Source: an optimization exercise on an open RTL-to-GDS flow (aim: small area and a short achievable clock period). Production flows keep margins and buffers that such runs may drop.
RTL that was checked went through simulation tests only; none was proved equivalent to the original.
The RTL of runs 2 and 3 was laid out without a check of its function.
Power is estimated from default activity; no workload was simulated.

### design.v
package cd_pkg;
    localparam logic [3:0] CSR_DIV      = 4'd0;
    localparam logic [3:0] CSR_FILTER   = 4'd1;
    localparam logic [3:0] CSR_STATUS   = 4'd2;
    localparam logic [3:0] CSR_INT_MASK = 4'd3;
    localparam logic [3:0] CSR_TX_DATA  = 4'd4;
    localparam logic [3:0] CSR_TX_CTRL  = 4'd5;
    localparam logic [3:0] CSR_RX_DATA  = 4'd6;
    localparam logic [3:0] CSR_RX_CTRL  = 4'd7;
    localparam logic [3:0] CSR_RX_LEN   = 4'd8;
    localparam int STAT_RX_PENDING = 0;
    localparam int STAT_TX_PENDING = 1;
    localparam int STAT_RX_ERROR   = 2;    
    localparam int STAT_RX_LOST    = 3;
    localparam int STAT_BUS_IDLE   = 4;
    localparam int    IDLE_BITS = 12;      
    localparam int    MAX_FRAME = 64;
    localparam logic [15:0] DIV_RESET = 16'd15;
    localparam logic [15:0] CRC_INIT  = 16'hffff;
    localparam logic [7:0]  BROADCAST = 8'hff;
    localparam logic [1:0] TX_IDLE = 2'd0;
    localparam logic [1:0] TX_READ = 2'd1;
    localparam logic [1:0] TX_DATA = 2'd2;
    localparam logic [1:0] TX_CRC = 2'd3;
    localparam logic [1:0] SER_IDLE = 2'd0;
    localparam logic [1:0] SER_START = 2'd1;
    localparam logic [1:0] SER_DATA = 2'd2;
    localparam logic [1:0] SER_STOP = 2'd3;
    localparam logic [1:0] DES_IDLE = 2'd0;
    localparam logic [1:0] DES_START = 2'd1;
    localparam logic [1:0] DES_DATA = 2'd2;
    localparam logic [1:0] DES_STOP = 2'd3;
endpackage
import cd_pkg::*;
module cd_csr (
    input  logic       clk,
    input  logic       reset,
    input  logic [3:0] csr_address,
    input  logic       csr_read,
    input  logic       csr_write,
    input  logic [31:0]      csr_writedata,
    output logic [31:0]      csr_readdata,
    output logic       irq,
    output logic [15:0]       div,
    output logic [7:0]      filter,
    output logic       tx_wr_en,
    output logic       tx_start,
    input  logic       tx_done,
    input  logic       rx_frame_ok,
    input  logic [5:0]      rx_frame_len,
    input  logic       rx_frame_bad,
    input  logic       rx_frame_drop,
    output logic       rx_rd,
    output logic       rx_rd_clear,
    input  logic [7:0]      rx_rd_byte,      
    output logic       rx_busy,
    input  logic       bus_idle,
    input  logic       bus_idle_n        
);
    logic [4:0] int_mask;
    logic       tx_pending;
    logic       rx_pending;
    logic       rx_error;
    logic       rx_lost;
    logic       rx_release;
    logic [5:0] rx_len;
    logic [15:0] readdata_q;
    logic        irq_q;
    logic [4:0] int_mask_n;
    logic       tx_pending_n;
    logic       rx_pending_n;
    logic       rx_error_n;
    logic       rx_lost_n;
    assign tx_wr_en   = csr_write && csr_address == CSR_TX_DATA && !tx_pending;
    assign tx_start   = csr_write && csr_address == CSR_TX_CTRL && csr_writedata[0] && !tx_pending;
    assign rx_release = csr_write && csr_address == CSR_RX_CTRL && csr_writedata[0];
    assign rx_rd      = csr_read && csr_address == CSR_RX_DATA;
    assign rx_rd_clear = reset || rx_frame_ok || rx_release;
    assign rx_busy    = rx_pending;
    assign irq        = irq_q;
    assign csr_readdata = {16'd0, readdata_q};
    always_comb begin
        int_mask_n   = int_mask;
        tx_pending_n = tx_pending;
        rx_pending_n = rx_pending;
        rx_error_n   = rx_error;
        rx_lost_n    = rx_lost;
        if (reset) begin
            int_mask_n   = '0;
            tx_pending_n = 1'b0;
            rx_pending_n = 1'b0;
            rx_error_n   = 1'b0;
            rx_lost_n    = 1'b0;
        end else begin
            if (csr_write && csr_address == CSR_INT_MASK) int_mask_n = csr_writedata[4:0];
            if (csr_write && csr_address == CSR_STATUS) begin
                if (csr_writedata[STAT_RX_ERROR]) rx_error_n = 1'b0;
                if (csr_writedata[STAT_RX_LOST]) rx_lost_n = 1'b0;
            end
            if (rx_frame_bad) rx_error_n = 1'b1;
            if (rx_frame_drop) rx_lost_n = 1'b1;
            if (tx_start) tx_pending_n = 1'b1;
            else if (tx_done) tx_pending_n = 1'b0;
            if (rx_frame_ok) rx_pending_n = 1'b1;
            else if (rx_release) rx_pending_n = 1'b0;
        end
    end
    always_ff @(posedge clk) begin
        int_mask   <= int_mask_n;
        tx_pending <= tx_pending_n;
        rx_pending <= rx_pending_n;
        rx_error   <= rx_error_n;
        rx_lost    <= rx_lost_n;
        irq_q      <= |({bus_idle_n, rx_lost_n, rx_error_n, tx_pending_n, rx_pending_n} & int_mask_n);
        if (reset) begin
            div    <= DIV_RESET;
            filter <= '0;
        end else begin
            if (csr_write && csr_address == CSR_DIV) div <= csr_writedata[15:0];
            if (csr_write && csr_address == CSR_FILTER) filter <= csr_writedata[7:0];
        end
        if (rx_frame_ok) rx_len <= rx_frame_len;      
    end
    always_ff @(posedge clk) begin
        if (csr_read) begin
            case (csr_address)
                CSR_DIV:      readdata_q <= div;
                CSR_FILTER:   readdata_q <= {8'd0, filter};
                CSR_STATUS:   readdata_q <= {11'd0, bus_idle, rx_lost, rx_error, tx_pending, rx_pending};
                CSR_INT_MASK: readdata_q <= {11'd0, int_mask};
                CSR_RX_DATA:  readdata_q <= {8'd0, rx_rd_byte};
                CSR_RX_LEN:   readdata_q <= {10'd0, rx_len};
                default:      readdata_q <= '0;
            endcase
        end
    end
endmodule
import cd_pkg::*;
module cd_tx_buf (
    input  logic       clk,
    input  logic       wr_en,
    input  logic [7:0] row,
    input  logic [7:0] col,
    input  logic [7:0] wr_data,
    output logic [7:0] rd_data
);
    logic [MAX_FRAME-1:0][7:0] mem;
    logic [1:0][7:0]           half;
    logic [1:0][7:0]           half_q;
    always_comb begin
        half = '0;
        for (int j = 0; j < 8; j++) begin
            logic [7:0] r;
            r = '0;
            for (int k = 0; k < 8; k++) r = r | ({8{col[k]}} & mem[8 * j + k]);
            half[j / 4] = half[j / 4] | ({8{row[j]}} & r);
        end
    end
    assign rd_data = half_q[0] | half_q[1];
    always_ff @(posedge clk) begin
        for (int j = 0; j < 8; j++)
            for (int k = 0; k < 8; k++)
                if (wr_en && row[j] && col[k]) mem[8 * j + k] <= wr_data;
        half_q <= half;
    end
endmodule
module cd_rx_buf (
    input  logic       clk,
    input  logic [7:0] wr_row,       
    input  logic [7:0] wr_col,       
    input  logic [7:0] wr_data,
    input  logic       pending,      
    input  logic       rd_clear,     
    input  logic       rd_next,      
    output logic [7:0] rd_data       
);
    localparam int DEPTH = MAX_FRAME - 2;
    logic [DEPTH-1:0][7:0] mem;
    logic [7:0] row;                 
    logic [7:0] col;                 
    logic [1:0][7:0] half;
    logic [1:0][7:0] half_q;
    always_comb begin
        half = '0;
        for (int j = 0; j < 8; j++) begin
            logic [7:0] r;
            r = '0;
            for (int k = 0; k < 8; k++)
                if (8 * j + k < DEPTH) r = r | ({8{col[k]}} & mem[8 * j + k]);
            half[j / 4] = half[j / 4] | ({8{row[j]}} & r);
        end
    end
    assign rd_data = half_q[0] | half_q[1];
    always_ff @(posedge clk) begin
        for (int i = 0; i < DEPTH; i++)
            if (wr_row[i / 8] && wr_col[i % 8]) mem[i] <= wr_data;
        if (rd_clear) begin
            row <= 8'd1;
            col <= 8'd2;
        end else if (rd_next) begin
            col <= {col[6:0], col[7]};
            if (col[7]) row <= {row[6:0], row[7]};
        end
        if (!pending) begin
            half_q[0] <= mem[0];
            half_q[1] <= '0;
        end else if (rd_next) begin
            half_q <= half;
        end
    end
endmodule
import cd_pkg::*;
module cd_tx_bytes (
    input  logic  clk,
    input  logic  reset,
    input  logic  tx_wr_en,
    input  logic  tx_start,
    input  logic [7:0] ram_rd_data,
    output logic [7:0] ram_row,      
    output logic [7:0] ram_col,      
    output logic  tx_done,
    output logic [7:0] bytes_data,
    output logic  bytes_valid,
    output logic  bytes_last,
    output logic  bytes_crc,
    input  logic  bytes_ack,
    input  logic  crc_bit_en,
    input  logic  crc_bit
);
    logic [1:0] state;
    logic [5:0] pos;
    logic [5:0] len;
    logic [15:0] crc;
    logic      crc_hi;
    logic      last;
    assign bytes_valid = (state == TX_DATA) || (state == TX_CRC);
    assign bytes_crc   = (state == TX_CRC);
    assign bytes_data  = (state == TX_CRC) ? (crc_hi ? crc[15:8] : crc[7:0]) : ram_rd_data;
    assign bytes_last  = (state == TX_CRC) && crc_hi;
    assign last        = (pos + 1'b1 == len);
    always_ff @(posedge clk) begin
        if (tx_start) begin
            len <= pos;
            crc <= CRC_INIT;
        end else if (crc_bit_en) begin
            crc <= (crc >> 1) ^ ((crc[0] ^ crc_bit) ? 16'ha001 : 16'h0000);
        end
        if (reset || tx_start || (state == TX_DATA && bytes_ack && last)) begin
            ram_row <= 8'd1;
            ram_col <= 8'd1;
        end else if (tx_wr_en || (state == TX_DATA && bytes_ack)) begin
            ram_col <= {ram_col[6:0], ram_col[7]};
            if (ram_col[7]) ram_row <= {ram_row[6:0], ram_row[7]};
        end
        if (reset) begin
            state   <= TX_IDLE;
            pos     <= '0;
            crc_hi  <= 1'b0;
            tx_done <= 1'b0;
        end else begin
            tx_done <= 1'b0;
            if (tx_wr_en) pos <= pos + 1'b1;
            case (state)
                TX_IDLE: if (tx_start) begin
                    pos    <= '0;
                    crc_hi <= 1'b0;
                    state  <= TX_READ;
                end
                TX_READ: state <= TX_DATA;   
                TX_DATA: if (bytes_ack) begin
                    pos   <= last ? 6'd0 : pos + 1'b1;
                    state <= last ? TX_CRC : TX_READ;
                end
                TX_CRC: if (bytes_ack) begin
                    crc_hi <= 1'b1;
                    if (crc_hi) begin
                        tx_done <= 1'b1;
                        state   <= TX_IDLE;
                    end
                end
                default: state <= TX_IDLE;
            endcase
        end
    end
endmodule
import cd_pkg::*;
module cd_tx_ser (
    input  logic clk,
    input  logic reset,
    input  logic [15:0] div,
    input  logic bus_idle,
    output logic tx,
    input  logic [7:0] bytes_data,
    input  logic  bytes_valid,
    input  logic  bytes_last,
    input  logic  bytes_crc,
    output logic  bytes_ack,
    output logic  crc_bit_en,    
    output logic  crc_bit
);
    logic [1:0] state, state_n;
    logic [15:0]       cnt;
    logic [2:0] bitn;
    logic [7:0]      shreg, shreg_n;
    logic       in_frame;    
    logic       bit_end;
    logic       load;
    logic       is_crc;      
    assign bit_end = (cnt == div);
    assign load = bytes_valid && ((state == SER_IDLE && (in_frame || bus_idle)) ||
                                  (state == SER_STOP && bit_end && in_frame));
    assign bytes_ack = load;
    assign crc_bit_en = state == SER_DATA && bit_end && !is_crc;
    assign crc_bit = shreg[0];
    always_comb begin
        state_n = state;
        shreg_n = shreg;
        if (reset) begin
            state_n = SER_IDLE;
        end else if (load) begin
            shreg_n = bytes_data;
            state_n = SER_START;
        end else begin
            case (state)
                SER_START: if (bit_end) state_n = SER_DATA;
                SER_DATA: if (bit_end) begin
                    shreg_n = shreg >> 1;     
                    if (bitn == 3'd7) state_n = SER_STOP;
                end
                SER_STOP: if (bit_end) state_n = SER_IDLE;
                default: ;
            endcase
        end
    end
    always_ff @(posedge clk) begin
        state <= state_n;
        shreg <= shreg_n;
        tx    <= (state_n == SER_START) ? 1'b0 : (state_n == SER_DATA) ? shreg_n[0] : 1'b1;
        if (reset) begin
            cnt      <= '0;
            bitn     <= '0;
            in_frame <= 1'b0;
        end else begin
            cnt <= (state == SER_IDLE || bit_end) ? '0 : cnt + 1'b1;
            if (load) begin
                in_frame <= !bytes_last;
                is_crc   <= bytes_crc;
            end else if (state == SER_DATA && bit_end) begin
                bitn <= bitn + 1'b1;
            end
        end
    end
endmodule
import cd_pkg::*;
module cd_rx_des (
    input  logic clk,
    input  logic reset,
    input  logic [15:0] div,
    input  logic rx,
    output logic [7:0] bytes_data,
    output logic  bytes_strobe,
    output logic  bytes_frame_end,
    output logic  bytes_bus_idle,
    output logic  bytes_bus_idle_n      
);
    logic [1:0] state;
    logic [1:0] rx_sync;
    logic       rxd;
    logic [15:0] cnt;        
    logic [3:0] bitn;        
    logic [7:0] shreg;
    logic       got_byte;    
    logic       eq_full;     
    logic       eq_half;     
    logic       at_end;      
    logic       idle_done;   
    assign rxd = rx_sync[1];
    assign bytes_data = shreg;
    assign eq_full = (cnt == div);
    assign eq_half = (cnt == (div >> 1));
    assign at_end = (state == DES_START) ? eq_half : eq_full;
    assign idle_done = state == DES_IDLE && rxd && !bytes_bus_idle && eq_full &&
                       bitn == 4'(IDLE_BITS - 1);
    always_comb begin
        bytes_bus_idle_n = bytes_bus_idle;
        if (reset || state != DES_IDLE || !rxd) bytes_bus_idle_n = 1'b0;
        else if (idle_done) bytes_bus_idle_n = 1'b1;
    end
    always_ff @(posedge clk) begin
        shreg          <= (state == DES_DATA && eq_full) ? {rxd, shreg[7:1]} : shreg;
        bytes_bus_idle <= bytes_bus_idle_n;
        if (reset) begin
            rx_sync         <= 2'b11;
            state           <= DES_IDLE;
            cnt             <= '0;
            bitn            <= '0;
            got_byte        <= 1'b0;
            bytes_strobe    <= 1'b0;
            bytes_frame_end <= 1'b0;
        end else begin
            rx_sync         <= {rx_sync[0], rx};
            bytes_strobe    <= 1'b0;
            bytes_frame_end <= idle_done && got_byte;
            cnt             <= at_end ? '0 : cnt + 1'b1;
            case (state)
                DES_IDLE: begin
                    if (!rxd) begin
                        state <= DES_START;
                        cnt   <= '0;
                        bitn  <= '0;
                    end else if (bytes_bus_idle) begin
                        cnt   <= cnt;
                    end else if (eq_full) begin
                        bitn  <= bitn + 1'b1;
                        if (bitn == 4'(IDLE_BITS - 1)) got_byte <= 1'b0;
                    end
                end
                DES_START: if (eq_half) state <= rxd ? DES_IDLE : DES_DATA;      
                DES_DATA: if (eq_full) begin
                    bitn <= bitn + 1'b1;
                    if (bitn[2:0] == 3'd7) state <= DES_STOP;
                end
                DES_STOP: begin
                    bitn <= '0;
                    if (eq_full) begin
                        state        <= DES_IDLE;
                        bytes_strobe <= rxd;     
                        got_byte     <= got_byte | rxd;
                    end
                end
                default: state <= DES_IDLE;
            endcase
        end
    end
endmodule
import cd_pkg::*;
module cd_rx_bytes (
    input  logic  clk,
    input  logic  reset,
    input  logic [7:0] filter,
    input  logic  rx_busy,
    output logic [7:0] ram_wr_row,   
    output logic [7:0] ram_wr_col,   
    output logic [7:0] ram_wr_data,
    output logic  rx_frame_ok,
    output logic [5:0] rx_frame_len,
    output logic  rx_frame_bad,
    output logic  rx_frame_drop,
    input  logic [7:0] bytes_data,
    input  logic  bytes_strobe,
    input  logic  bytes_frame_end,
    input  logic  bytes_bus_idle
);
    function automatic [15:0] crc16_step(input logic [15:0] crc, input logic [7:0] data);
        logic [15:0] c;
        c = crc ^ {8'h00, data};
        for (int i = 0; i < 8; i++) begin
            c = c[0] ? ((c >> 1) ^ 16'ha001) : (c >> 1);
        end
        crc16_step = c;
    endfunction
    logic [6:0] count;
    logic [15:0]       crc;
    logic [7:0]      len_field;
    logic       dest_ok;
    logic       skip;        
    logic       good;
    logic       good_q;      
    assign ram_wr_data = bytes_data;
    always_ff @(posedge clk) begin
        for (int j = 0; j < 8; j++)
            ram_wr_row[j] <= bytes_strobe && !rx_busy && count < 7'(MAX_FRAME - 2) &&
                             count[5:3] == 3'(j);
        for (int k = 0; k < 8; k++) ram_wr_col[k] <= count[2:0] == 3'(k);
    end
    assign good = (crc == '0) && (count <= 7'(MAX_FRAME)) &&
                  ({2'b00, count} == {1'b0, len_field} + 9'd5);
    assign rx_frame_bad  = bytes_frame_end && !good_q;
    assign rx_frame_drop = bytes_frame_end && good_q && dest_ok && (skip || rx_busy);
    assign rx_frame_ok   = bytes_frame_end && good_q && dest_ok && !(skip || rx_busy);
    assign rx_frame_len  = 6'(count - 7'd2);     
    always_ff @(posedge clk) good_q <= good;
    always_ff @(posedge clk) begin
        if (reset || bytes_frame_end) begin
            count   <= '0;
            crc     <= CRC_INIT;
            dest_ok <= 1'b0;
            skip    <= 1'b0;
        end else if (bytes_strobe) begin
            crc  <= crc16_step(crc, bytes_data);
            skip <= skip | rx_busy;
            if (count != 7'h7f) count <= count + 1'b1;
            if (count == 7'd1) dest_ok <= (bytes_data == filter) || (bytes_data == BROADCAST);
            if (count == 7'd2) len_field <= bytes_data;
        end
    end
endmodule
import cd_pkg::*;
module cdbus (
    input  logic       clk,
    input  logic       reset,
    input  logic [3:0] csr_address,
    input  logic       csr_read,
    input  logic       csr_write,
    input  logic [31:0]      csr_writedata,
    output logic [31:0]      csr_readdata,
    output logic       irq,
    input  logic       rx,
    output logic       tx
);
    logic [7:0] tx_byte_data;
    logic  tx_byte_valid;
    logic  tx_byte_last;
    logic  tx_byte_crc;
    logic  tx_byte_ack;
    logic  tx_crc_bit_en;
    logic  tx_crc_bit;
    logic [7:0] rx_byte_data;
    logic  rx_byte_strobe;
    logic  rx_byte_frame_end;
    logic  rx_byte_bus_idle;
    logic  rx_byte_bus_idle_n;
    logic [15:0]  div;
    logic [7:0] filter;
    logic  tx_wr_en;
    logic  tx_start;
    logic  tx_done;
    logic [7:0] tx_row;
    logic [7:0] tx_col;
    logic [7:0] tx_rd_data;
    logic  rx_rd;
    logic  rx_rd_clear;
    logic [7:0] rx_rd_byte;
    logic  rx_busy;
    logic [7:0] rx_wr_row;
    logic [7:0] rx_wr_col;
    logic [7:0] rx_wr_data;
    logic  rx_frame_ok;
    logic [5:0] rx_frame_len;
    logic  rx_frame_bad;
    logic  rx_frame_drop;
    cd_csr csr0 (
        .clk, .reset, .csr_address, .csr_read, .csr_write, .csr_writedata,
        .csr_readdata, .irq, .div, .filter, .tx_wr_en, .tx_start,
        .tx_done, .rx_frame_ok, .rx_frame_len, .rx_frame_bad,
        .rx_frame_drop, .rx_rd, .rx_rd_clear, .rx_rd_byte, .rx_busy,
        .bus_idle(rx_byte_bus_idle), .bus_idle_n(rx_byte_bus_idle_n)
    );
    cd_tx_buf tx_buf0 (
        .clk, .wr_en(tx_wr_en), .row(tx_row), .col(tx_col), .wr_data(csr_writedata[7:0]),
        .rd_data(tx_rd_data)
    );
    cd_rx_buf rx_buf0 (
        .clk, .wr_row(rx_wr_row), .wr_col(rx_wr_col), .wr_data(rx_wr_data),
        .pending(rx_busy), .rd_clear(rx_rd_clear), .rd_next(rx_rd), .rd_data(rx_rd_byte)
    );
    cd_tx_bytes tx_bytes0 (
        .clk, .reset, .tx_wr_en, .tx_start, .ram_rd_data(tx_rd_data),
        .ram_row(tx_row), .ram_col(tx_col), .tx_done, .bytes_data(tx_byte_data),
        .bytes_valid(tx_byte_valid), .bytes_last(tx_byte_last), .bytes_crc(tx_byte_crc),
        .bytes_ack(tx_byte_ack), .crc_bit_en(tx_crc_bit_en), .crc_bit(tx_crc_bit)
    );
    cd_tx_ser tx_ser0 (
        .clk, .reset, .div, .bus_idle(rx_byte_bus_idle), .tx, .bytes_data(tx_byte_data),
        .bytes_valid(tx_byte_valid), .bytes_last(tx_byte_last), .bytes_crc(tx_byte_crc),
        .bytes_ack(tx_byte_ack), .crc_bit_en(tx_crc_bit_en), .crc_bit(tx_crc_bit)
    );
    cd_rx_des rx_des0 (
        .clk, .reset, .div, .rx, .bytes_data(rx_byte_data), .bytes_strobe(rx_byte_strobe),
        .bytes_frame_end(rx_byte_frame_end), .bytes_bus_idle(rx_byte_bus_idle),
        .bytes_bus_idle_n(rx_byte_bus_idle_n)
    );
    cd_rx_bytes rx_bytes0 (
        .clk, .reset, .filter, .rx_busy, .ram_wr_row(rx_wr_row), .ram_wr_col(rx_wr_col),
        .ram_wr_data(rx_wr_data), .rx_frame_ok, .rx_frame_len, .rx_frame_bad,
        .rx_frame_drop, .bytes_data(rx_byte_data), .bytes_strobe(rx_byte_strobe),
        .bytes_frame_end(rx_byte_frame_end), .bytes_bus_idle(rx_byte_bus_idle)
    );
endmodule
### flow/run.sh
#!/bin/bash
# The standard layout, with the port buffers made from a plain buffer
# (buf_4) rather than the default delay buffer, so that paths from the
# inputs and to the outputs are not slowed by the port buffers.
set -euo pipefail
export BUFFER_PORTS_ARGS="-buffer_cell sky130_fd_sc_hd__buf_4"
bash standard.sh > standard.log 2>&1
### standard.sh
#!/bin/bash
# synth_recipe.tcl (not shown) runs the flow's synth.tcl, then flattens the netlist and writes it again
# the make line also repeats each setting of config.mk as NAME=value (left out here)
make -C /OpenROAD-flow-scripts/flow DESIGN_CONFIG=/design/flow/config.mk WORK_HOME=/design/flow/orfs CLKGATE_MAP_FILE= SYNTH_SCRIPT=/design/flow/synth_recipe.tcl "${@:-finish}"
### config.mk
export PLATFORM = sky130hd
export DESIGN_NAME = cdbus
export DESIGN_NICKNAME = cdbus
export VERILOG_FILES = /design/flow/design.v
export SDC_FILE = /design/flow/constraint.sdc
export NUM_CORES = 4
export LEC_CHECK = 0
export ABC_CLOCK_PERIOD_IN_PS = 2500
export CAP_MARGIN = 20
export CORE_MARGIN = 2
export CORE_UTILIZATION = 60
export CTS_BUF_LIST = sky130_fd_sc_hd__clkbuf_16
export CTS_CLUSTER_DIAMETER = 100
export CTS_CLUSTER_SIZE = 25
export SETUP_SLACK_MARGIN = 2.55
export SLEW_MARGIN = 20
### constraint.sdc
create_clock -name core_clock -period 5.0 [get_ports {clk}]
set_input_delay 1.0000 -clock core_clock [delete_from_list [all_inputs] [get_ports {clk}]]
set_output_delay 1.0000 -clock core_clock [all_outputs]
set_load 0.01 [all_outputs]
==> flow_metrics.env, run 1 <==
export IMPL_cts_buffer_depth=3
export IMPL_finalHoldViolCount=0
export IMPL_ant_nets=0
export IMPL_die_h_um=288
export IMPL_grt_usage_pct=27.7
export IMPL_cts_sinks=1278
export IMPL_dp_worst_setup_slack_ns=1.69
export IMPL_cts_buffers_inserted=57
export IMPL_finalNetCount=3224
export IMPL_setup_tns_final_ns=0
export IMPL_grt_pass1_vias=27100
export IMPL_finalNonFillerCells=4277
export IMPL_tightest_slew_ns=1.14
export IMPL_power_leakage_nw=16.3
export IMPL_grt_remaining_overflow=0
export IMPL_stdcell_area_um2=51900
export IMPL_rows=104
export IMPL_worstSkewPairLatency_ns=0.68
export IMPL_largest_reg_flops=512
export IMPL_place_area_um2=49900
export IMPL_root_buffer="clkbuf_16"
export IMPL_port_buffers=42
export IMPL_viasPerCell=6.52
export IMPL_grt_pass1_wl_um=172000
export IMPL_ys_types=65
export IMPL_hold_class="flip-flop to flip-flop"
export IMPL_cts_tree="done"
export IMPL_skew_ns=0.0200
export IMPL_post_place_cells=4155
export IMPL_worstPathMaxFanout=32
export IMPL_max_freq_mhz=416
export IMPL_avgSynthCellArea_um2=15.0
export IMPL_worstPathRequired_ns=5.37
export IMPL_yosys_register_bits=1278
export IMPL_cts_clk_slew_worst_paths_ns=0.10
export IMPL_ys_seq_area_share_pct=74.8
export IMPL_place_gp_congestion=0.870
export IMPL_die_w_um=288
export IMPL_syn_to_final_growth_pct=6.88
export IMPL_syn_inst=3232
export IMPL_cts_max_level=2
export IMPL_p_int_mw=13.7
export IMPL_final_common_cell="edfxtp_1"
export IMPL_final_setup_viol_count=0
export IMPL_slew_violations=0
export IMPL_fp_dieArea_um2=83200
export IMPL_drtPass1Iterations=6
export IMPL_path_class="input port to flip-flop"
export IMPL_top_register="tx_buf0.mem"
export IMPL_powerDensity_nw_per_um2=329
export IMPL_start_kind="input port"
export IMPL_num_vias=27900
export IMPL_core_um2=80300
export IMPL_start_util_pct=60.4
export IMPL_drt_total_wl_um=116000
export IMPL_wl_per_cell_um=27.2
export IMPL_ys_warnings_count=7
export IMPL_min_period_ns=2.40
export IMPL_status="timing/DRC/antenna clean"
export IMPL_synth_edf_count=1068
export IMPL_drive_gt1_share_pct=8.71
export IMPL_pwr_share_comb_pct=1.6
export IMPL_io_pins=75
export IMPL_p_sw_share_pct=19.9
export IMPL_peakVddDrop_mv=0.320
export IMPL_synth_main_ff_cell="edfxtp_1"
export IMPL_rsz0062_at_grt="true"
export IMPL_maxCapViolCount=0
export IMPL_p_clk_share_pct=31.2
export IMPL_arrival_ns=2.78
export IMPL_drc_errors=0
export IMPL_top_regs="tx_buf0.mem: 512 flops, rx_buf0.mem: 496 flops"
export IMPL_finalCritPeriodShare_pct=48.1
export IMPL_finalWorstSetupSlack_ns=2.60
export IMPL_p_switching_mw=3.39
export IMPL_seq_power_share_pct=67.3
export IMPL_endpoint_kind="flip-flop"
export IMPL_antenna_found_initial=2
export IMPL_synthArstFlopShare_pct=0
export IMPL_relSlewSlack_pct=24.3
export IMPL_dp_hpwl_um=68700
export IMPL_final_cell_mix="1068 x edfxtp_1, 568 x a22oi_1, 185 x nand2_1, 183 x dfxtp_1, 146 x nand4_1"
export IMPL_fin_util_pct=64.6
export IMPL_grt_max_degree=83
export IMPL_syn_area_um2=48500
export IMPL_drtIter0Drc=3166
power groups by stage:
stage / clock network, mW / logic, mW / registers (mW)
6_report: 5.32 / 0.265 / 11.5
5_1_grt: 5.75 / 0.288 / 11.5
4_1_cts: 5.39 / 0.264 / 11.5
3_5_place_dp: 0 / 0.260 / 11.7
3_3_place_gp: 0 / 0.252 / 11.7
2_1_floorplan: 0 / 0.129 / 11.7
final cells by class:
type,instances,area [µm²]
flip-flops and latches,1278,36300
fillers,5719,28400
multi-input cells,1718,11700
clock buffers,58,1450
well taps,1060,1330
repair buffers,96,779
clock inverters,50,243
inverters,16,60.1
diodes,1,2.50
path summary, 6_finish.rpt:
path / start / endpoint / slack (ns) / cells past startpoint
max: csr_write / tx_buf0.mem[147] / 2.60 / 5
min: rx_des0.rx_sync[0] / rx_des0.rx_sync[1] / 0.44 / 1
max reg2reg: tx_ser0.cnt[7] / tx_bytes0.ram_col[1] / 2.66 / 8
min reg2reg: rx_des0.rx_sync[0] / rx_des0.rx_sync[1] / 0.44 / 1
routing by layer:
layer	global-route usage, %	up-vias	part of all wire (%)
met5	0	-	0
met4	5.49	0	1.7
met3	3.74	121	8.0
met2	42.6	1157	46
met1	43.0	14100	44
li1	-	12500	-
per-stage QoR:
stage	hold WS (ns)	total power, mW
after floorplan	0.389	11.8
after global placement	0.402	12.0
after detailed placement	0.415	12.0
after CTS	0.451	17.1
after global routing	0.451	17.5
final	0.444	17.0
cells in the mapped netlist, drive strengths merged, types with 3 or more instances:
cell	number	area (µm²)
nor3	22	115
nand3	60	300
nor2b	5	31.3
nor4	16	106
and2	81	507
o211ai	4	30.0
nand2b	10	62.6
a31oi	18	128
mux2i	59	591
nand4	146	913
and3	78	488
ha	16	200
buf	63	342
o31ai	8	65.1
xnor2	76	666
or3	6	37.5
clkbuf	172	648
inv	16	60.1
a21oi	73	369
a211o	5	43.8
a211oi	4	30.0
o22ai	5	31.3
dfxtp	210	4200
a22oi	568	4260
edfxtp	1068	32100
or2	4	25.0
xor2	58	508
o21ai	50	262
nor3b	3	22.5
nand2	185	694
nor2	116	438
logic make-up (layout without fill, tap and decap cells):
family	Yosys count	after routing	share of synthesized area, %
flops	1278	1278	74.8
compound gates	753	753	11.1
simple gates	738	738	7.83
buf+inv	251	220	2.16
xor+xnor	135	135	2.46
mux	60	60	1.24
fa+ha+maj	16	16	0.413
other cells	1	17	0.00773
worst max-delay path: stages:
cell and delay [ns]:
buf_4 0.20, and2_1 0.23, and3_4 0.53, buf_4 0.43
and3_4 0.35
repair_timing:
item / in CTS / in global routing
buffers inserted: 6 / 6
resized for setup: 11 / 25
pin swaps: 4 / 3
hold buffers: 0 / 0
setup endpoints to repair: 254 / 87
==> run 2: changes to the inputs <==
--- a/design.v
+++ b/design.v
@@ -123,15 +123,13 @@
     end
     always_ff @(posedge clk) begin
-        if (csr_read) begin
-            case (csr_address)
-                CSR_DIV:      readdata_q <= div;
-                CSR_FILTER:   readdata_q <= {8'd0, filter};
-                CSR_STATUS:   readdata_q <= {11'd0, bus_idle, rx_lost, rx_error, tx_pending, rx_pending};
-                CSR_INT_MASK: readdata_q <= {11'd0, int_mask};
-                CSR_RX_DATA:  readdata_q <= {8'd0, rx_rd_byte};
-                CSR_RX_LEN:   readdata_q <= {10'd0, rx_len};
-                default:      readdata_q <= '0;
-            endcase
-        end
+        case (csr_address)
+            CSR_DIV:      readdata_q <= div;
+            CSR_FILTER:   readdata_q <= {8'd0, filter};
+            CSR_STATUS:   readdata_q <= {11'd0, bus_idle, rx_lost, rx_error, tx_pending, rx_pending};
+            CSR_INT_MASK: readdata_q <= {11'd0, int_mask};
+            CSR_RX_DATA:  readdata_q <= {8'd0, rx_rd_byte};
+            CSR_RX_LEN:   readdata_q <= {10'd0, rx_len};
+            default:      readdata_q <= '0;
+        endcase
     end
 endmodule
@@ -230,5 +228,4 @@
     logic [1:0] state;
     logic [5:0] pos;
-    logic [5:0] len;
     logic [15:0] crc;
     logic      crc_hi;
@@ -238,8 +235,7 @@
     assign bytes_data  = (state == TX_CRC) ? (crc_hi ? crc[15:8] : crc[7:0]) : ram_rd_data;
     assign bytes_last  = (state == TX_CRC) && crc_hi;
-    assign last        = (pos + 1'b1 == len);
+    assign last        = (pos == 6'd1);
     always_ff @(posedge clk) begin
         if (tx_start) begin
-            len <= pos;
             crc <= CRC_INIT;
         end else if (crc_bit_en) begin
@@ -263,5 +259,4 @@
             case (state)
                 TX_IDLE: if (tx_start) begin
-                    pos    <= '0;
                     crc_hi <= 1'b0;
                     state  <= TX_READ;
@@ -269,5 +264,5 @@
                 TX_READ: state <= TX_DATA;   
                 TX_DATA: if (bytes_ack) begin
-                    pos   <= last ? 6'd0 : pos + 1'b1;
+                    pos   <= pos - 1'b1;
                     state <= last ? TX_CRC : TX_READ;
                 end
--- a/config.mk
+++ b/config.mk
@@ -6,5 +6,4 @@
 export NUM_CORES = 4
 export LEC_CHECK = 0
-export ABC_CLOCK_PERIOD_IN_PS = 2500
 export CAP_MARGIN = 20
 export CORE_MARGIN = 2
@@ -13,4 +12,4 @@
 export CTS_CLUSTER_DIAMETER = 100
 export CTS_CLUSTER_SIZE = 25
-export SETUP_SLACK_MARGIN = 2.55
+export SETUP_SLACK_MARGIN = 2.8
 export SLEW_MARGIN = 20
==> flow_metrics.env, run 2 <==
export IMPL_die_h_um=287
export IMPL_io_pins=75
export IMPL_relSlewSlack_pct=25.9
export IMPL_dp_hpwl_um=69000
export IMPL_rr_startpoint="tx_ser0.cnt[14]"
export IMPL_peakVddDrop_mv=0.403
export IMPL_max_stage_delay_ns=0.38
export IMPL_drt_total_wl_um=116000
export IMPL_ys_seq_area_share_pct=74.6
export IMPL_maxCapViolCount=0
export IMPL_drive_gt1_share_pct=12.1
export IMPL_grt_usage_pct=27.6
export IMPL_worstSkewPairLatency_ns=0.67
export IMPL_finalNonFillerCells=4276
export IMPL_post_place_cells=4117
export IMPL_fp_dieArea_um2=82500
export IMPL_min_period_ns=2.28
export IMPL_top_register="tx_buf0.mem"
export IMPL_finalNetCount=3240
export IMPL_drtPass1Iterations=5
export IMPL_syn_inst=3205
export IMPL_synth_common_cells="1046 x edfxtp_1, 580 x a22oi_1, 226 x dfxtp_1"
export IMPL_crit_chain="xnor2_2 -> nand4_1 -> nor4_4 -> buf_6 -> buf_6 -> buf_6 -> and3b_4 -> nor2b_4 -> mux2i_2 -> a31oi_1"
export IMPL_die_w_um=287
export IMPL_synthArstFlopShare_pct=0
export IMPL_synth_area_top_cells="edfxtp_1 65%, dfxtp_1 9.4%, a22oi_1 9.0%"
export IMPL_rsz0062_at_grt="true"
export IMPL_reg2reg_to="tx_ser0.tx"
export IMPL_endpoint_kind="flip-flop"
export IMPL_hold_class="flip-flop to flip-flop"
export IMPL_power_leakage_nw=16.4
export IMPL_arrival_ns=2.83
export IMPL_antenna_found_initial=0
export IMPL_rows=103
export IMPL_yosys_register_bits=1272
export IMPL_avgSynthCellArea_um2=15.0
export IMPL_drc_errors=0
export IMPL_setup_tns_final_ns=0
export IMPL_grt_pass1_vias=27100
export IMPL_ys_warnings_count=7
export IMPL_path_class="flip-flop to flip-flop"
export IMPL_finalCritPeriodShare_pct=45.6
export IMPL_wl_per_cell_um=27.2
export IMPL_min_from="rx_des0.rx_sync[0]"
export IMPL_final_setup_viol_count=0
export IMPL_reg2reg_depth=10
export IMPL_cpMostUsedCell="buf_6"
export IMPL_port_buffers=42
export IMPL_root_buffer="clkbuf_16"
export IMPL_top_regs="tx_buf0.mem: 512 flops, rx_buf0.mem: 496 flops"
export IMPL_yosysTopAreaCell="edfxtp_1"
export IMPL_skew_ns=0.0297
export IMPL_viasPerCell=6.51
export IMPL_drtIter0Drc=2774
export IMPL_synth_edf_count=1046
export IMPL_num_vias=27800
export IMPL_worstPathMaxFanout=5
export IMPL_reg2reg_slack_ns=2.72
export IMPL_hold_buffers=0
export IMPL_synth_main_ff_cell="edfxtp_1"
export IMPL_syn_to_final_growth_pct=8.77
export IMPL_cts_tree="done"
export IMPL_slew_violations=0
export IMPL_grt_remaining_overflow=0
export IMPL_hold_end="rx_des0.rx_sync[1]"
export IMPL_worstHoldPathCells=1
export IMPL_critPathTopFamily="simple AND/OR/NAND/NOR gates"
export IMPL_core_um2=79300
export IMPL_ys_types=72
export IMPL_grt_max_degree=68
export IMPL_status="timing/DRC/antenna clean"
export IMPL_finalHoldViolCount=0
export IMPL_ant_nets=0
export IMPL_cts_max_level=2
export IMPL_diodes=0
export IMPL_start_util_pct=60.7
export IMPL_largest_reg_flops=512
export IMPL_max_freq_mhz=438
export IMPL_post_synth_top_area_fraction_pct=65.2
export IMPL_slowest_stage="dfxtp_4"
export IMPL_start_kind="flip-flop"
export IMPL_synth_most_common_cell="edfxtp_1"
export IMPL_cts_buffer_depth=3
export IMPL_cts_buffers_inserted=56
export IMPL_grt_pass1_wl_um=170000
export IMPL_tightest_slew_ns=1.10
export IMPL_cts_clk_slew_worst_paths_ns=0.10
export IMPL_syn_area_um2=48100
export IMPL_crit_buf_inv=3
export IMPL_powerDensity_nw_per_um2=322
export IMPL_worstPathRequired_ns=5.55
export IMPL_cts_sinks=1272
export IMPL_place_gp_congestion=0.869
export IMPL_final_common_cell="edfxtp_1"
export IMPL_final_cell_mix="1046 x edfxtp_1, 579 x a22oi_1, 172 x nand2_1, 172 x dfxtp_1, 145 x nand4_1"
[run 2: cell types whose count changed in the layout (fill, tap and decap cells not counted), moves of 11 or more]
cell      delta
xor2_1      -23
edfxtp_1    -22
buf_6       +19
nand3_1     -18
dfxtp_4     +17
buf_4       +15
and3_4      +13
nand2_1     -13
a22oi_1     +11
dfxtp_1     -11
o21ai_0     -11
[run 2: worst max-delay path by stage]
stage,start,end,slack [ns],depth (start not counted)
6_report,tx_ser0.cnt[14],tx_ser0.tx,2.72,10
5_1_grt,tx_ser0.cnt[14],tx_ser0.tx,2.62,10
4_1_cts,csr0.div[3],tx_bytes0.pos[4],2.72,9
3_5_place_dp,csr0.div[9],tx_bytes0.crc[0],1.56,7
3_3_place_gp,csr0.div[15],tx_bytes0.crc[0],1.65,7
2_1_floorplan,rx_des0.shreg[2],rx_bytes0.crc[0],2.41,7
[run 2: metal layers]
| metal | routed length (µm) | vias to the layer above | share of wire, % | GRT usage (%) |
|---|---|---|---|---|
| met5 | 0 | - | 0 | 0 |
| met4 | 3400 | 0 | 2.9 | 7.88 |
| met3 | 6960 | 183 | 6.0 | 3.13 |
| met2 | 59400 | 1035 | 51 | 47.7 |
| met1 | 46500 | 14200 | 40 | 37.4 |
| li1 | - | 12500 | - | - |
[run 2: layout make-up]
cell class,count,area [µm²]
Clock inverter,47,188
Sequential cell,1272,36100
Clock buffer,57,1430
Multi-Input combinational cell,1695,12000
Fill cell,5564,26900
Inverter,18,67.6
Timing Repair Buffer,137,1260
Tap cell,1050,1310
[run 2: timing repair]
item	CTS	global route
gates resized for setup	79	77
endpoints found under the hold margin	0	0
setup buffers	23	28
gates cloned	1	3
pin swaps	13	23
endpoints found under the setup margin	123	101
[run 2: per-stage QoR]
stage | hold WS [ns] | worst slack, ns | cell area [µm²] | total power [mW] | util (%)
final | 0.416 | 2.72 | 52400 | 16.9 | 66.1
after global placement | 0.393 | 1.65 | 49700 | 11.9 | 62.7
after floorplan | 0.389 | 2.41 | 48700 | 11.8 | -
after CTS | 0.416 | 2.72 | 51800 | 16.9 | 65.3
after global routing | 0.432 | 2.62 | 52400 | 17.3 | 66.1
after detailed placement | 0.392 | 1.56 | 49700 | 11.9 | 62.7
[run 2: kinds of logic after synthesis]
logic type	count (synthesis)	share of synthesized area (%)
flops	1272	74.6
compound gates	756	11.3
simple gates	725	7.92
buf+inv	255	2.17
xor+xnor	117	2.19
mux	60	1.26
fa+ha+maj	19	0.494
other cells	1	0.00779
[run 2: power by group]
group | switching [mW] | internal (mW)
sequential | 0.0244 | 11.4
clock | 3.09 | 2.09
combinational | 0.208 | 0.0836
total | 3.32 | 13.5
==> run 3: changes to the inputs <==
--- a/design.v
+++ b/design.v
@@ -213,4 +213,5 @@
     input  logic  reset,
     input  logic  tx_wr_en,
+    input  logic  tx_wr_q,       
     input  logic  tx_start,
     input  logic [7:0] ram_rd_data,
@@ -231,4 +232,5 @@
     logic      crc_hi;
     logic      last;
+    logic      ack_q;        
     assign bytes_valid = (state == TX_DATA) || (state == TX_CRC);
     assign bytes_crc   = (state == TX_CRC);
@@ -242,8 +244,9 @@
             crc <= (crc >> 1) ^ ((crc[0] ^ crc_bit) ? 16'ha001 : 16'h0000);
         end
-        if (reset || tx_start || (state == TX_DATA && bytes_ack && last)) begin
+        ack_q <= bytes_ack && !reset;
+        if (reset || tx_start || (state == TX_DATA && ack_q && last)) begin
             ram_row <= 8'd1;
             ram_col <= 8'd1;
-        end else if (tx_wr_en || (state == TX_DATA && bytes_ack)) begin
+        end else if (tx_wr_q || (state == TX_DATA && ack_q)) begin
             ram_col <= {ram_col[6:0], ram_col[7]};
             if (ram_col[7]) ram_row <= {ram_row[6:0], ram_row[7]};
@@ -255,5 +258,5 @@
             tx_done <= 1'b0;
         end else begin
-            tx_done <= 1'b0;
+            tx_done <= bytes_ack && state == TX_CRC && crc_hi;
             if (tx_wr_en) pos <= pos + 1'b1;
             case (state)
@@ -263,14 +266,11 @@
                 end
                 TX_READ: state <= TX_DATA;   
-                TX_DATA: if (bytes_ack) begin
+                TX_DATA: if (ack_q) begin
                     pos   <= pos - 1'b1;
                     state <= last ? TX_CRC : TX_READ;
                 end
-                TX_CRC: if (bytes_ack) begin
+                TX_CRC: if (ack_q) begin
                     crc_hi <= 1'b1;
-                    if (crc_hi) begin
-                        tx_done <= 1'b1;
-                        state   <= TX_IDLE;
-                    end
+                    if (crc_hi) state <= TX_IDLE;
                 end
                 default: state <= TX_IDLE;
@@ -332,10 +332,9 @@
         shreg <= shreg_n;
         tx    <= (state_n == SER_START) ? 1'b0 : (state_n == SER_DATA) ? shreg_n[0] : 1'b1;
+        cnt <= (state == SER_IDLE || bit_end) ? '0 : cnt + 1'b1;
         if (reset) begin
-            cnt      <= '0;
             bitn     <= '0;
             in_frame <= 1'b0;
         end else begin
-            cnt <= (state == SER_IDLE || bit_end) ? '0 : cnt + 1'b1;
             if (load) begin
                 in_frame <= !bytes_last;
@@ -519,4 +518,6 @@
     logic [7:0] filter;
     logic  tx_wr_en;
+    logic  tx_wr_q;          
+    logic [7:0] tx_wr_data_q;    
     logic  tx_start;
     logic  tx_done;
@@ -542,6 +543,10 @@
         .bus_idle(rx_byte_bus_idle), .bus_idle_n(rx_byte_bus_idle_n)
     );
+    always_ff @(posedge clk) begin
+        tx_wr_q      <= tx_wr_en;
+        tx_wr_data_q <= csr_writedata[7:0];
+    end
     cd_tx_buf tx_buf0 (
-        .clk, .wr_en(tx_wr_en), .row(tx_row), .col(tx_col), .wr_data(csr_writedata[7:0]),
+        .clk, .wr_en(tx_wr_q), .row(tx_row), .col(tx_col), .wr_data(tx_wr_data_q),
         .rd_data(tx_rd_data)
     );
@@ -551,5 +556,5 @@
     );
     cd_tx_bytes tx_bytes0 (
-        .clk, .reset, .tx_wr_en, .tx_start, .ram_rd_data(tx_rd_data),
+        .clk, .reset, .tx_wr_en, .tx_wr_q, .tx_start, .ram_rd_data(tx_rd_data),
         .ram_row(tx_row), .ram_col(tx_col), .tx_done, .bytes_data(tx_byte_data),
         .bytes_valid(tx_byte_valid), .bytes_last(tx_byte_last), .bytes_crc(tx_byte_crc),
==> flow_metrics.env, run 3 <==
export IMPL_status="timing/DRC/antenna clean"
export IMPL_finalHoldViolCount=0
export IMPL_setup_tns_final_ns=0
export IMPL_grt_usage_pct=27.8
export IMPL_core_um2=80400
export IMPL_grt_remaining_overflow=0
export IMPL_drtIter0Drc=2943
export IMPL_rsz0062_at_grt="true"
export IMPL_start_util_pct=60.5
export IMPL_min_period_ns=2.16
export IMPL_cts_buffer_depth=3
export IMPL_antenna_found_initial=2
export IMPL_rows=104
export IMPL_power_leakage_nw=16.6
export IMPL_io_pins=75
export IMPL_die_w_um=289
export IMPL_reg2reg_depth=2
export IMPL_root_buffer="clkbuf_16"
export IMPL_dp_worst_setup_slack_ns=1.81
export IMPL_top_register="tx_buf0.mem"
export IMPL_ys_types=70
export IMPL_synth_area_top_cells="edfxtp_1 65%, dfxtp_1 9.7%, a22oi_1 8.8%"
export IMPL_cts_max_level=2
export IMPL_relSlewSlack_pct=29.9
export IMPL_place_gp_congestion=0.850
export IMPL_tightest_slew_ns=1.05
export IMPL_hold_buffers=0
export IMPL_path_class="flip-flop to flip-flop"
export IMPL_final_setup_viol_count=0
export IMPL_finalCritPeriodShare_pct=43.2
export IMPL_arrival_ns=2.47
export IMPL_whs_ns=0.457
export IMPL_drc_errors=0
export IMPL_yosysTopAreaCell="edfxtp_1"
export IMPL_drive_gt1_share_pct=8.48
export IMPL_syn_inst=3281
export IMPL_wl_per_cell_um=27.4
export IMPL_post_synth_top_area_fraction_pct=64.5
export IMPL_num_vias=28500
export IMPL_worstHoldPathCells=1
export IMPL_worstSkewPairLatency_ns=0.68
export IMPL_port_buffers=42
export IMPL_finalWorstSetupSlack_ns=2.84
export IMPL_finalNetCount=3293
export IMPL_avgSynthCellArea_um2=14.8
export IMPL_synth_most_common_cell="edfxtp_1"
export IMPL_viasPerCell=6.56
export IMPL_endpoint_kind="flip-flop"
export IMPL_ant_nets=0
export IMPL_syn_to_final_growth_pct=7.36
export IMPL_cts_tree="done"
export IMPL_fillCellCount=5821
export IMPL_grt_pass1_wl_um=172000
export IMPL_powerDensity_nw_per_um2=327
export IMPL_ys_seq_area_share_pct=74.2
export IMPL_synth_edf_count=1046
export IMPL_peakVddDrop_mv=0.286
export IMPL_grt_max_degree=68
export IMPL_slew_violations=0
export IMPL_largest_reg_flops=512
export IMPL_start_kind="flip-flop"
export IMPL_hold_class="flip-flop to flip-flop"
export IMPL_yosys_register_bits=1282
export IMPL_ys_warnings_count=8
export IMPL_final_common_cell="edfxtp_1"
export IMPL_fp_dieArea_um2=83400
export IMPL_maxCapViolCount=0
export IMPL_cts_clk_slew_worst_paths_ns=0.10
export IMPL_worstPathRequired_ns=5.31
export IMPL_grt_pass1_vias=27400
export IMPL_synth_common_cells="1046 x edfxtp_1, 573 x a22oi_1, 236 x dfxtp_1"
export IMPL_drt_total_wl_um=119000
export IMPL_skew_ns=0.0340
export IMPL_cts_buffers_inserted=57
export IMPL_top_regs="tx_buf0.mem: 512 flops, rx_buf0.mem: 496 flops"
export IMPL_max_freq_mhz=463
export IMPL_dp_hpwl_um=68200
export IMPL_die_h_um=289
export IMPL_worstPathMaxFanout=28
export IMPL_cts_sinks=1282
export IMPL_final_cell_mix="1046 x edfxtp_1, 570 x a22oi_1, 196 x nand2_1, 196 x dfxtp_1, 141 x nand4_1"
export IMPL_drtPass1Iterations=6
export IMPL_syn_area_um2=48700
export IMPL_synthArstFlopShare_pct=0
export IMPL_synth_main_ff_cell="edfxtp_1"
run 3: final timing paths:
path | end | slack (ns) | start
max | tx_buf0.mem[433] | 2.84 | tx_bytes0.ram_col[6]
min | rx_des0.rx_sync[1] | 0.46 | rx_des0.rx_sync[0]
max reg2reg | tx_buf0.mem[433] | 2.84 | tx_bytes0.ram_col[6]
min reg2reg | rx_des0.rx_sync[1] | 0.46 | rx_des0.rx_sync[0]
run 3: kinds of logic (layout without fill, tap and decap cells):
| family | count (synthesis) | in the layout | synth area share, % |
|---|---|---|---|
| simple gates | 757 | 758 | 8.24 |
| mux | 44 | 44 | 0.905 |
| flops | 1282 | 1282 | 74.2 |
| buf+inv | 265 | 246 | 2.29 |
| compound gates | 792 | 792 | 11.5 |
| other cells | 1 | 17 | 0.00771 |
| xor+xnor | 117 | 117 | 2.20 |
| fa+ha+maj | 23 | 23 | 0.591 |
run 3: timing repair:
item / in CTS / in global routing
pin swaps: 4 / 11
gates resized for setup: 42 / 39
endpoints found under the setup margin: 204 / 155
setup buffers: 14 / 15
gates cloned: 2 / 3
run 3: power breakdown:
group          internal (mW)  switching, mW
Sequential              11.4         0.0979
Combinational         0.0857          0.150
Clock                   2.14           3.15
Total                   13.7           3.40
run 3: layout make-up:
type | count | area, µm² | area share [%]
Antenna cell | 1 | 2.50 | 0.00479
Clock buffer | 58 | 1450 | 2.78
Clock inverter | 50 | 236 | 0.453
Inverter | 21 | 78.8 | 0.151
Multi-Input combinational cell | 1750 | 11800 | 22.6
Sequential cell | 1282 | 36200 | 69.4
Tap cell | 1060 | 1330 | 2.54
Timing Repair Buffer | 117 | 1130 | 2.17
run 3: worst max-delay path: stages (launching register included):
cell and delay (ns):
dfxtp_2 0.72, buf_4 0.48, and3_1 0.59
run 3: stage by stage:
step	std cells	instance area, µm²	util [%]	power (mW)
final	4339	52200	65.0	17.1
after global routing	4338	52200	65.0	17.6
after CTS	4320	51800	64.5	17.2
after detailed placement	4196	49800	62.0	12.0
after global placement	4195	49800	62.0	12.0
after floorplan	3296	48900	-	11.9
run 3: layer usage:
| metal | up-vias | wire length [µm] | GRT usage [%] |
|---|---|---|---|
| met4 | 4 | 4170 | 9.90 |
| met5 | - | 30 | 0 |
| met1 | 14400 | 48600 | 38.2 |
| li1 | 12700 | - | - |
| met2 | 1105 | 58800 | 46.1 |
| met3 | 211 | 7360 | 3.42 |
==> run 4: changes to the inputs <==
--- a/design.v
+++ b/design.v
@@ -52,5 +52,4 @@
     input  logic       rx_frame_drop,
     output logic       rx_rd,
-    output logic       rx_rd_clear,
     input  logic [7:0]      rx_rd_byte,      
     output logic       rx_busy,
@@ -76,5 +75,4 @@
     assign rx_release = csr_write && csr_address == CSR_RX_CTRL && csr_writedata[0];
     assign rx_rd      = csr_read && csr_address == CSR_RX_DATA;
-    assign rx_rd_clear = reset || rx_frame_ok || rx_release;
     assign rx_busy    = rx_pending;
     assign irq        = irq_q;
@@ -165,44 +163,33 @@
 module cd_rx_buf (
     input  logic       clk,
-    input  logic [7:0] wr_row,       
-    input  logic [7:0] wr_col,       
+    input  logic       wr_en,        
     input  logic [7:0] wr_data,
-    input  logic       pending,      
-    input  logic       rd_clear,     
-    input  logic       rd_next,      
+    input  logic       rd,           
+    input  logic       tap_set,      
+    input  logic [5:0] tap_pos,      
     output logic [7:0] rd_data       
 );
     localparam int DEPTH = MAX_FRAME - 2;
-    logic [DEPTH-1:0][7:0] mem;
+    logic [DEPTH-1:0][7:0] ring;
     logic [7:0] row;                 
     logic [7:0] col;                 
-    logic [1:0][7:0] half;
-    logic [1:0][7:0] half_q;
     always_comb begin
-        half = '0;
+        rd_data = '0;
         for (int j = 0; j < 8; j++) begin
             logic [7:0] r;
             r = '0;
             for (int k = 0; k < 8; k++)
-                if (8 * j + k < DEPTH) r = r | ({8{col[k]}} & mem[8 * j + k]);
-            half[j / 4] = half[j / 4] | ({8{row[j]}} & r);
+                if (8 * j + k < DEPTH) r = r | ({8{col[k]}} & ring[8 * j + k]);
+            rd_data = rd_data | ({8{row[j]}} & r);
         end
     end
-    assign rd_data = half_q[0] | half_q[1];
     always_ff @(posedge clk) begin
-        for (int i = 0; i < DEPTH; i++)
-            if (wr_row[i / 8] && wr_col[i % 8]) mem[i] <= wr_data;
-        if (rd_clear) begin
-            row <= 8'd1;
-            col <= 8'd2;
-        end else if (rd_next) begin
-            col <= {col[6:0], col[7]};
-            if (col[7]) row <= {row[6:0], row[7]};
-        end
-        if (!pending) begin
-            half_q[0] <= mem[0];
-            half_q[1] <= '0;
-        end else if (rd_next) begin
-            half_q <= half;
+        if (wr_en || rd) begin
+            ring[0] <= wr_en ? wr_data : ring[DEPTH-1];
+            for (int i = 1; i < DEPTH; i++) ring[i] <= ring[i-1];
+        end
+        if (tap_set) begin
+            for (int j = 0; j < 8; j++) row[j] <= tap_pos[5:3] == 3'(j);
+            for (int k = 0; k < 8; k++) col[k] <= tap_pos[2:0] == 3'(k);
         end
     end
@@ -434,6 +421,6 @@
     input  logic [7:0] filter,
     input  logic  rx_busy,
-    output logic [7:0] ram_wr_row,   
-    output logic [7:0] ram_wr_col,   
+    output logic  ram_wr_en,
+    output logic [5:0] rx_frame_tap,     
     output logic [7:0] ram_wr_data,
     output logic  rx_frame_ok,
@@ -463,9 +450,7 @@
     assign ram_wr_data = bytes_data;
     always_ff @(posedge clk) begin
-        for (int j = 0; j < 8; j++)
-            ram_wr_row[j] <= bytes_strobe && !rx_busy && count < 7'(MAX_FRAME - 2) &&
-                             count[5:3] == 3'(j);
-        for (int k = 0; k < 8; k++) ram_wr_col[k] <= count[2:0] == 3'(k);
+        ram_wr_en <= bytes_strobe && !rx_busy && count < 7'(MAX_FRAME - 2);
     end
+    assign rx_frame_tap = (count >= 7'(MAX_FRAME - 2)) ? 6'(MAX_FRAME - 3) : 6'(count - 1'b1);
     assign good = (crc == '0) && (count <= 7'(MAX_FRAME)) &&
                   ({2'b00, count} == {1'b0, len_field} + 9'd5);
@@ -526,9 +511,8 @@
     logic [7:0] tx_rd_data;
     logic  rx_rd;
-    logic  rx_rd_clear;
     logic [7:0] rx_rd_byte;
     logic  rx_busy;
-    logic [7:0] rx_wr_row;
-    logic [7:0] rx_wr_col;
+    logic  rx_wr_en;
+    logic [5:0] rx_frame_tap;
     logic [7:0] rx_wr_data;
     logic  rx_frame_ok;
@@ -540,5 +524,5 @@
         .csr_readdata, .irq, .div, .filter, .tx_wr_en, .tx_start,
         .tx_done, .rx_frame_ok, .rx_frame_len, .rx_frame_bad,
-        .rx_frame_drop, .rx_rd, .rx_rd_clear, .rx_rd_byte, .rx_busy,
+        .rx_frame_drop, .rx_rd, .rx_rd_byte, .rx_busy,
         .bus_idle(rx_byte_bus_idle), .bus_idle_n(rx_byte_bus_idle_n)
     );
@@ -552,6 +536,6 @@
     );
     cd_rx_buf rx_buf0 (
-        .clk, .wr_row(rx_wr_row), .wr_col(rx_wr_col), .wr_data(rx_wr_data),
-        .pending(rx_busy), .rd_clear(rx_rd_clear), .rd_next(rx_rd), .rd_data(rx_rd_byte)
+        .clk, .wr_en(rx_wr_en), .wr_data(rx_wr_data), .rd(rx_rd && rx_busy),
+        .tap_set(rx_frame_ok), .tap_pos(rx_frame_tap), .rd_data(rx_rd_byte)
     );
     cd_tx_bytes tx_bytes0 (
@@ -572,5 +556,5 @@
     );
     cd_rx_bytes rx_bytes0 (
-        .clk, .reset, .filter, .rx_busy, .ram_wr_row(rx_wr_row), .ram_wr_col(rx_wr_col),
+        .clk, .reset, .filter, .rx_busy, .ram_wr_en(rx_wr_en), .rx_frame_tap,
         .ram_wr_data(rx_wr_data), .rx_frame_ok, .rx_frame_len, .rx_frame_bad,
         .rx_frame_drop, .bytes_data(rx_byte_data), .bytes_strobe(rx_byte_strobe),
--- a/config.mk
+++ b/config.mk
@@ -8,5 +8,5 @@
 export CAP_MARGIN = 20
 export CORE_MARGIN = 2
-export CORE_UTILIZATION = 60
+export CORE_UTILIZATION = 70
 export CTS_BUF_LIST = sky130_fd_sc_hd__clkbuf_16
 export CTS_CLUSTER_DIAMETER = 100
==> flow_metrics.env, run 4 <==
export IMPL_status="timing/DRC/antenna clean"
export IMPL_worstPathRequired_ns=5.55
export IMPL_syn_area_um2=47500
export IMPL_p_clk_share_pct=30.7
export IMPL_rr_startpoint="csr0.div[6]"
export IMPL_endpoint_kind="flip-flop"
export IMPL_yosysTopAreaCell="edfxtp_1"
export IMPL_synthArstFlopShare_pct=0
export IMPL_wl_per_cell_um=26.6
export IMPL_grt_usage_pct=30.0
export IMPL_die_w_um=264
export IMPL_post_place_cells=3873
export IMPL_p_int_mw=13.4
export IMPL_seq_power_share_pct=67.9
export IMPL_final_common_cell="edfxtp_1"
export IMPL_tightest_slew_ns=0.847
export IMPL_reg2reg_depth=8
export IMPL_grt_pass1_wl_um=161000
export IMPL_cts_buffers_inserted=56
export IMPL_final_cell_mix="1054 x edfxtp_1, 566 x a22oi_1, 171 x nand2_1, 138 x nand4_1, 138 x dfxtp_1"
export IMPL_syn_to_final_growth_pct=7.15
export IMPL_min_period_ns=2.21
export IMPL_fp_dieArea_um2=70000
export IMPL_relSlewSlack_pct=43.6
export IMPL_cts_buffer_depth=3
export IMPL_drtPass1Iterations=8
export IMPL_power_leakage_nw=15.3
export IMPL_io_pins=75
export IMPL_cts_max_level=2
export IMPL_synth_most_common_cell="edfxtp_1"
export IMPL_port_buffers=42
export IMPL_top_regs="tx_buf0.mem: 512 flops, rx_buf0.ring: 496 flops"
export IMPL_peakVddDrop_mv=0.369
export IMPL_synth_area_top_cells="edfxtp_1 67%, a22oi_1 9.0%, dfxtp_1 8.3%"
export IMPL_ys_seq_area_share_pct=74.9
export IMPL_skew_ns=0.0299
export IMPL_syn_inst=3116
export IMPL_num_vias=27700
export IMPL_whs_ns=0.426
export IMPL_grt_pass1_vias=27200
export IMPL_maxCapViolCount=0
export IMPL_max_freq_mhz=453
export IMPL_powerDensity_nw_per_um2=327
export IMPL_arrival_ns=2.76
export IMPL_final_setup_viol_count=0
export IMPL_cts_tree="done"
export IMPL_rsz0062_at_grt="true"
export IMPL_p_sw_share_pct=19.6
export IMPL_drtIter0Drc=3023
export IMPL_die_h_um=264
export IMPL_pwr_share_comb_pct=1.3
export IMPL_dp_hpwl_um=62700
export IMPL_path_class="flip-flop to flip-flop"
export IMPL_setup_tns_final_ns=0
export IMPL_drive_gt1_share_pct=10.2
export IMPL_place_gp_congestion=0.849
export IMPL_reg2reg_slack_ns=2.79
export IMPL_cts_clk_slew_worst_paths_ns=0.10
export IMPL_top_register="tx_buf0.mem"
export IMPL_post_synth_top_area_fraction_pct=66.6
export IMPL_finalHoldViolCount=0
export IMPL_setup_worst_path_end="tx_bytes0.crc[4]"
export IMPL_timing_critical_path_from="csr0.div[6]"
export IMPL_synth_common_cells="1054 x edfxtp_1, 567 x a22oi_1, 197 x dfxtp_1"
export IMPL_finalNonFillerCells=4000
export IMPL_cts_sinks=1251
export IMPL_viasPerCell=6.93
export IMPL_synth_edf_count=1054
export IMPL_finalCritPeriodShare_pct=44.2
export IMPL_grt_max_degree=65
export IMPL_diodes=0
export IMPL_reg2reg_to="tx_bytes0.crc[4]"
export IMPL_hold_class="flip-flop to flip-flop"
export IMPL_worstSkewPairLatency_ns=0.67
export IMPL_root_buffer="clkbuf_16"
export IMPL_ys_warnings_count=8
export IMPL_core_um2=67200
export IMPL_slew_violations=0
export IMPL_rows=95
export IMPL_ys_types=68
export IMPL_worstPathMaxFanout=8
export IMPL_drc_errors=0
export IMPL_p_total_mw=16.6
export IMPL_start_util_pct=70.7
export IMPL_avgSynthCellArea_um2=15.2
export IMPL_grt_remaining_overflow=0
export IMPL_ant_nets=0
export IMPL_drt_total_wl_um=106000
export IMPL_start_kind="flip-flop"
export IMPL_p_switching_mw=3.26
export IMPL_synth_main_ff_cell="edfxtp_1"
export IMPL_finalNetCount=3153
export IMPL_antenna_found_initial=0
export IMPL_largest_reg_flops=512
export IMPL_yosys_register_bits=1251
export IMPL_worstHoldPathCells=1
[run 4: cell types whose count changed in the layout (fill, tap and decap cells not counted), moves of 13 or more]
cell / delta
a21oi_1: -28
and2_1: -66
inv_1: -13
dfxtp_2: +21
nand2_1: -25
dfxtp_1: -58
[run 4: area by class of cell]
class / instances / area (µm²)
Sequential cell: 1251 / 35700
Fill cell: 3923 / 16300
Multi-Input combinational cell: 1629 / 11100
Clock buffer: 56 / 1400
Timing Repair Buffer: 132 / 1290
Tap cell: 873 / 1090
Clock inverter: 38 / 203
Inverter: 21 / 78.8
[run 4: power groups by stage]
stage | Clock (mW) | Combinational (mW) | Sequential, mW
after floorplan | 0 | 0.153 | 11.5
after global placement | 0 | 0.198 | 11.5
after detailed placement | 0 | 0.207 | 11.5
after CTS | 5.18 | 0.211 | 11.3
after global routing | 5.49 | 0.243 | 11.3
final | 5.11 | 0.222 | 11.3
[run 4: how the worst min path moves through the flow]
stage | from | to | slack [ns]
2_1_floorplan | rx_des0.rx_sync[0] | rx_des0.rx_sync[1] | 0.39
3_3_place_gp | rx_des0.rx_sync[0] | rx_des0.rx_sync[1] | 0.40
3_5_place_dp | rx_des0.rx_sync[0] | rx_des0.rx_sync[1] | 0.40
4_1_cts | rx_des0.rx_sync[0] | rx_des0.rx_sync[1] | 0.43
5_1_grt | rx_des0.rx_sync[0] | rx_des0.rx_sync[1] | 0.45
6_report | rx_des0.rx_sync[0] | rx_des0.rx_sync[1] | 0.43
[run 4: stage by stage]
stage | util (%) | setup slack, ns | cell area [µm²]
floorplan | - | -4.60 | 47700
global placement | 72.5 | 1.35 | 48700
detailed placement | 72.5 | 1.63 | 48700
CTS | 75.2 | 2.63 | 50500
global route | 75.8 | 2.73 | 50900
finish | 75.8 | 2.79 | 50900
[run 4: cells by family (layout without fill, tap and decap cells)]
family / count (synthesis) / count (layout) / synth area share [%]
compound gates: 743 / 743 / 11.2
simple gates: 671 / 671 / 7.41
mux: 63 / 63 / 1.48
xor+xnor: 115 / 115 / 2.15
other cells: 1 / 16 / 0.00790
buf+inv: 251 / 247 / 2.24
fa+ha+maj: 21 / 21 / 0.553
flops: 1251 / 1251 / 74.9
[run 4: layer usage]
layer	part of all wire [%]	GRT usage, %	vias up
li1	-	-	12200
met1	40	41.6	14100
met2	50	51.5	1254
met3	7.0	3.26	178
met4	2.7	8.37	0
met5	0	0	-
[run 4: repair_timing]
action,in CTS,in global routing
setup endpoints to repair,867,110
gates resized for setup,26,69
gates cloned,0,1
hold buffers,0,0
pin swaps,5,11
hold endpoints to repair,0,0
buffers inserted,18,13
[run 4: worst max-delay path, stage by stage (launching register included)]
cell and delay (ns):
dfxtp_2 0.40, xor2_1 0.20, nor4_4 0.31, nand4_2 0.23
buf_6 0.19, nor3_4 0.28, buf_12 0.19, mux2i_2 0.23
nand2_1 0.07

==> port drivers added, routing unchanged <==
The results above use ideal ports. As a check the final layouts listed here were re-extracted and re-timed, cells and wires unchanged.
Step 1 assumes that a clkbuf_16 drives the clock port and a buf_2 every other input.
Step 2 times the ports against the registers' clock, not the clock port: input delays grow and output delays shrink by t, the midpoint of the rising clock arrivals with the driver on.
Slacks: ideal / step 1 / step 2; pairs: ideal / step 1.
| run | t (ns) | slack for setup (ns) | worst data-port slew with drivers (ns) | cell pins on the clock port's net |
|---|---|---|---|---|
| run 1 | 0.734 | 2.595 / 2.620 / 1.887 | 0.04 | 1 |
| run 2 | 0.723 | 2.718 / 2.718 / 2.017 | 0.07 | 1 |
| run 3 | 0.720 | 2.839 / 2.796 / 2.206 | 0.04 | 1 |
| run 4 | 0.722 | 2.792 / 2.770 / 2.186 | 0.04 | 1 |
After both steps every run listed still meets setup and hold. For run 1, which loses most, drivers alone change the setup slack by +0.025 ns; drivers and shift together by -0.708 ns.
